Source: an optimization exercise on an open RTL-to-GDS flow (aim: small area, a short achievable clock period and few clock cycles per item). Production flows keep margins and buffers that such runs may drop.
Only simulation tests tie the RTL to the original design; equivalence was not proved.

== job 5460 ==
// muldiv_top
module muldiv_top (
    input  logic                   clk,
    input  logic                   arst_n_i,
    input  logic                   op_valid_i,
    input  muldiv_pkg::muldiv_op_e op_i,
    input  muldiv_pkg::word_t      opnd_a_i,
    input  muldiv_pkg::word_t      opnd_b_i,
    output logic                   stall_o,
    output logic                   rd_valid_o,
    output muldiv_pkg::word_t      rd_data_o,
    output muldiv_pkg::word_t      hi_o,
    output muldiv_pkg::word_t      lo_o
);
    muldiv_pkg::dec_t   ir_dec;
    muldiv_pkg::word_t  ir_a;
    muldiv_pkg::word_t  ir_b;
    logic [63:0]        csa_s;
    logic [63:0]        csa_c;
    logic [63:0]        p1_s;
    logic [63:0]        p1_c;
    logic [63:0]        prod;
    logic               div_quick;
    logic               div_busy;
    logic               div_done;
    muldiv_pkg::word_t  div_hi;
    muldiv_pkg::word_t  div_lo;
    logic               c_mul;
  ...
Size: ~5600 cells after synthesis, about 370 flip-flops, about 170 I/O pins, about 0.045 mm^2 of cells after synthesis.
clock: 10.0 ns
lec_check: 0
abc_area: 1
cap_margin: 20
core_margin: 2
core_utilization: 40
setup_slack_margin: 4.5
slew_margin: 20
run.sh (not shown) runs the stock make flow with config.mk's settings and CLKGATE_MAP_FILE= SYNTH_SCRIPT=/design/flow/synth_recipe.tcl, a recipe that flattens the netlist after the stock synthesis.
Testbench counts of job 5460, summed over its fixed seeds: cycles 6,856, items 4,800.
## Diff of input files: job 8307 against job 5460
- SETUP_SLACK_MARGIN removed (was 4.5)
Findings:
Job 8307: PASS, flow complete, no timing, DRC or antenna violations. Comparing job 8307 with job 5460, the clock transition at the registers of the reported paths came out essentially unchanged. Non-clock buffer share of cell area: job 8307 vs job 5460 down 2.8 points. Taking job 5460 as the reference, in job 8307 setup slack went down 1.66 ns; final cell count without fillers went down 127. Sort job 5460 and job 8307 by worst hold-check slack asc -> top: job 8307. The lower final critical delay including setup and external delays came out of job 5460.

---

## lagoon
muldiv_top, a different RTL version from the one above (not shown whole).
Size in the first run: roughly 4,800 cells after synthesis, roughly 400 flip-flops, roughly 170 I/O pins.
export LEC_CHECK = 0
export ABC_AREA = 0
export CAP_MARGIN = 20
export CORE_MARGIN = 2
export CORE_UTILIZATION = 40
export SLEW_MARGIN = 20
create_clock -name core_clock -period 10.0 [get_ports {clk}]
standard.sh (not shown) runs the stock make flow with config.mk's settings and CLKGATE_MAP_FILE= SYNTH_SCRIPT=/design/flow/synth_recipe.tcl, a recipe that flattens the netlist after the stock synthesis.
==> flow/flow/run.sh <==
#!/bin/bash
# The standard layout with the smallest buffer on the ports, and timing repair
# aimed at 4.7 ns, below the 5 ns that config.mk's SETUP_SLACK_MARGIN reaches.
# Synthesis is the standard one, unchanged.
set -euo pipefail
bash standard.sh synth > synth.log 2>&1
bash standard.sh "BUFFER_PORTS_ARGS=-buffer_cell sky130_fd_sc_hd__buf_1" SETUP_SLACK_MARGIN=5.3 finish > layout.log 2>&1
Testbench counts of lagoon, summed over its fixed seeds: cycles 6,958, items 4,800.
What onyx does differently from lagoon at the input level:
# lagoon
export LEC_CHECK = 0
export ABC_AREA = 0
export CAP_MARGIN = 20
export CORE_MARGIN = 2
export CORE_UTILIZATION = 40
export SLEW_MARGIN = 20
create_clock -name core_clock -period 10.0 [get_ports {clk}]
# onyx
export LEC_CHECK = 0
export ABC_AREA = 1
export CAP_MARGIN = 20
export CORE_MARGIN = 2
export CORE_UTILIZATION = 40
export SLEW_MARGIN = 20
create_clock -name core_clock -period 10.0 [get_ports {clk}]
--- a/flow/flow/run.sh
+++ b/flow/flow/run.sh
@@ -3 +3 @@
-# aimed at 4.7 ns, below the 5 ns that config.mk's SETUP_SLACK_MARGIN reaches.
+# aimed a little below the 5 ns that config.mk's SETUP_SLACK_MARGIN reaches.
--- outcome ---
- onyx leaves more setup margin than lagoon.
- lagoon → onyx: layout inverter count without the clock tree up 376; maximum fanout along the worst path moved up; longest individual stage delay on the worst path went down; required arrival time at the worst endpoint dropped 2.46 ns; number of cells in the design after placement rose by about 9%.
- onyx finished all stages; the layout is clean.
- Changes observed in onyx relative to lagoon: mean cell area of the mapped netlist dropped about 12%.
The inputs of quartz differ from those of onyx as listed below.
--- a/flow/flow/run.sh
+++ b/flow/flow/run.sh
@@ -3 +3 @@
-# aimed a little below the 5 ns that config.mk's SETUP_SLACK_MARGIN reaches.
+# aimed at 4.7 ns, below the 5 ns that config.mk's SETUP_SLACK_MARGIN reaches.
[summary]
- Compared with onyx, in quartz clock slew at the register clock pins of the worst setup and hold paths essentially unchanged, count of placed standard cells in the final layout, fillers left out essentially unchanged, async set-reset flop share out of synthesis essentially unchanged.
Edits applied to the flow inputs when going from quartz to zinc:
==> flow/flow/run.sh <==
#!/bin/bash
# The standard layout with the smallest buffer on the ports, and timing repair
# aimed a little below the 5 ns that config.mk's SETUP_SLACK_MARGIN reaches.
# Synthesis is the standard one, unchanged.
set -euo pipefail
bash standard.sh synth > synth.log 2>&1
bash standard.sh "BUFFER_PORTS_ARGS=-buffer_cell sky130_fd_sc_hd__buf_1" SETUP_SLACK_MARGIN=5.45 finish > layout.log 2>&1
Findings:
- quartz → zinc: initial antenna violation count shows an increase of 1; top achievable clock speed rose by 2.9%; non-clock buffer count has increased; number of nets at the end of the flow up about 1%; routed length per placed instance has increased.
- Final antenna diode count ended up 2 lower on zinc than on quartz.
- quartz has lower global-route wire length before repair than zinc.
- Run comparison: zinc critical-path cell with the highest stage delay fa_4; quartz critical-path cell with the highest stage delay edfxtp_1

---

Another version of the RTL of muldiv_top (not shown whole).
For scale: about 5,500 cells after synthesis, about 170 I/O pins, ~42,000 um^2 of cells after synthesis.
## muldiv_top
module muldiv_top (
    input  logic                   clk,
    input  logic                   arst_n_i,
    input  logic                   op_valid_i,
    input  muldiv_pkg::muldiv_op_e op_i,
    input  muldiv_pkg::word_t      opnd_a_i,
    input  muldiv_pkg::word_t      opnd_b_i,
    output logic                   stall_o,
    output logic                   rd_valid_o,
    output muldiv_pkg::word_t      rd_data_o,
    output muldiv_pkg::word_t      hi_o,
    output muldiv_pkg::word_t      lo_o
);
clock: 10.0 ns
lec_check: 0
abc_area: 1
cap_margin: 5
core_margin: 2
core_utilization: 55
cts_buf_list: sky130_fd_sc_hd__clkbuf_4 sky130_fd_sc_hd__clkbuf_8
setup_slack_margin: 5
slew_margin: 5
run.sh (not shown) runs the stock make flow with config.mk's settings and CLKGATE_MAP_FILE= SYNTH_SCRIPT=/design/flow/synth_recipe.tcl, a recipe that flattens the netlist after the stock synthesis.
Stock flow here: none of the scripts above is used.
Testbench counts at the start, summed over its fixed seeds: cycles 7,221, items 4,800.
Edit:
==> flow/flow/run.sh (new file) <==
#!/bin/bash
# The standard layout, with the smallest buffer on the ports. Synthesis is
# the standard one, unchanged.
set -euo pipefail
bash standard.sh synth > synth.log 2>&1
bash standard.sh "BUFFER_PORTS_ARGS=-buffer_cell sky130_fd_sc_hd__buf_1" finish > layout.log 2>&1
==> flow/standard.sh (new file) <==
#!/bin/bash
# synth_recipe.tcl (not shown) runs the flow's synth.tcl, then flattens the netlist and writes it again
# the make line also repeats each setting of config.mk as NAME=value (left out here)
make -C /OpenROAD-flow-scripts/flow DESIGN_CONFIG=/design/flow/config.mk WORK_HOME=/design/flow/orfs CLKGATE_MAP_FILE= SYNTH_SCRIPT=/design/flow/synth_recipe.tcl "${@:-finish}"
--- a/flow/config.mk
+++ b/flow/config.mk
@@ -8,7 +8,6 @@
 export ABC_AREA = 1
-export CAP_MARGIN = 5
+export CAP_MARGIN = 20
 export CORE_MARGIN = 2
-export CORE_UTILIZATION = 55
-export CTS_BUF_LIST = sky130_fd_sc_hd__clkbuf_4 sky130_fd_sc_hd__clkbuf_8
+export CORE_UTILIZATION = 40
 export SETUP_SLACK_MARGIN = 5
-export SLEW_MARGIN = 5
+export SLEW_MARGIN = 20
removed: flow/run.sh
Outcome:
- The new run completed with no timing, DRC or antenna violations
- routed wire length rose slightly
- hold slack is worse by 0.0092 ns
- synthesized cell count does not change
Edit:
==> flow/run.sh (new file) <==
#!/bin/bash
# synth_recipe.tcl (not shown) runs the flow's synth.tcl, then flattens the netlist and writes it again
# the make line also repeats each setting of config.mk as NAME=value (left out here)
make -C /OpenROAD-flow-scripts/flow DESIGN_CONFIG=/design/flow/config.mk WORK_HOME=/design/flow/orfs CLKGATE_MAP_FILE= SYNTH_SCRIPT=/design/flow/synth_recipe.tcl finish
removed: flow/flow/run.sh
removed: flow/standard.sh
Effect: Utilization climbs by 1.0 points; flip-flop and latch count is unchanged; worst setup slack is worse by 0.030 ns; register-to-register slack is worse by 0.03 ns; routed wire length stays flat; cell area climbs by about 2.3%; die area is unchanged; sequential share of layout area drops by 0.46 points; count of clock-buffer cells in the layout climbs by 5; first-iteration DRC count climbs by about 3.6%.
Edit:
==> flow/flow/run.sh (new file) <==
#!/bin/bash
set -euo pipefail
MARGIN=5.6
bash standard.sh synth > synth.log 2>&1
bash standard.sh SETUP_SLACK_MARGIN=$MARGIN finish > layout.log 2>&1
==> flow/standard.sh (new file) <==
#!/bin/bash
# synth_recipe.tcl (not shown) runs the flow's synth.tcl, then flattens the netlist and writes it again
# the make line also repeats each setting of config.mk as NAME=value (left out here)
make -C /OpenROAD-flow-scripts/flow DESIGN_CONFIG=/design/flow/config.mk WORK_HOME=/design/flow/orfs CLKGATE_MAP_FILE= SYNTH_SCRIPT=/design/flow/synth_recipe.tcl "${@:-finish}"
--- a/flow/config.mk
+++ b/flow/config.mk
@@ -11,3 +11,2 @@
 export CORE_UTILIZATION = 40
-export SETUP_SLACK_MARGIN = 5
 export SLEW_MARGIN = 20
removed: flow/run.sh
Effect: The new run completed with no timing, DRC or antenna violations. Final cell count rises by about 3%. Fmax grows by 4.6%. Register-to-register slack is better by 0.21 ns. Global-route usage climbs by 1.9 points.

## static timing again, ports no longer ideal
In the flow no input, the clock included, has a driving cell. The finished layouts below were timed again as built, in two steps. Step 1 assumes that a clkbuf_16 drives the clock port and a buf_2 every other input. Step 2 times the ports against the registers' clock, not the clock port: input delays grow and output delays shrink by t, the midpoint of the rising clock arrivals with the driver on. a / b / c = ideal ports / drivers / drivers and shift; a / b = the first two.
| run | t, ns | setup slack, ns | worst data-port slew with drivers (ns) | pins driven straight from the clock port |
|---|---|---|---|---|
| job 5460 | 0.722 | 4.580 / 4.580 / 4.580 | 0.05 | 1 |
| job 8307 | 0.724 | 2.918 / 2.918 / 2.918 | 0.07 | 1 |
| lagoon | 0.685 | 5.296 / 5.296 / 4.697 | 0.09 | 1 |
| onyx | 0.669 | 5.342 / 5.274 / 4.842 | 0.18 | 1 |
| quartz | 0.669 | 5.342 / 5.274 / 4.842 | 0.18 | 1 |
| zinc | 0.676 | 5.474 / 5.474 / 4.939 | 0.16 | 1 |
| the first run of note 3 | 0.765 | 5.141 / 5.075 / 4.443 | 0.06 | 1 |
| the second run of note 3 | 0.699 | 5.148 / 5.148 / 4.609 | 0.07 | 1 |
| the third run of note 3 | 0.694 | 5.118 / 5.118 / 4.564 | 0.07 | 1 |
| the fourth run of note 3 | 0.716 | 5.333 / 5.333 / 4.970 | 0.07 | 1 |
After both steps setup and hold are still met in every run listed. For the first run of note 3, which loses most, drivers alone change the setup slack by -0.066 ns; drivers and shift together by -0.698 ns.
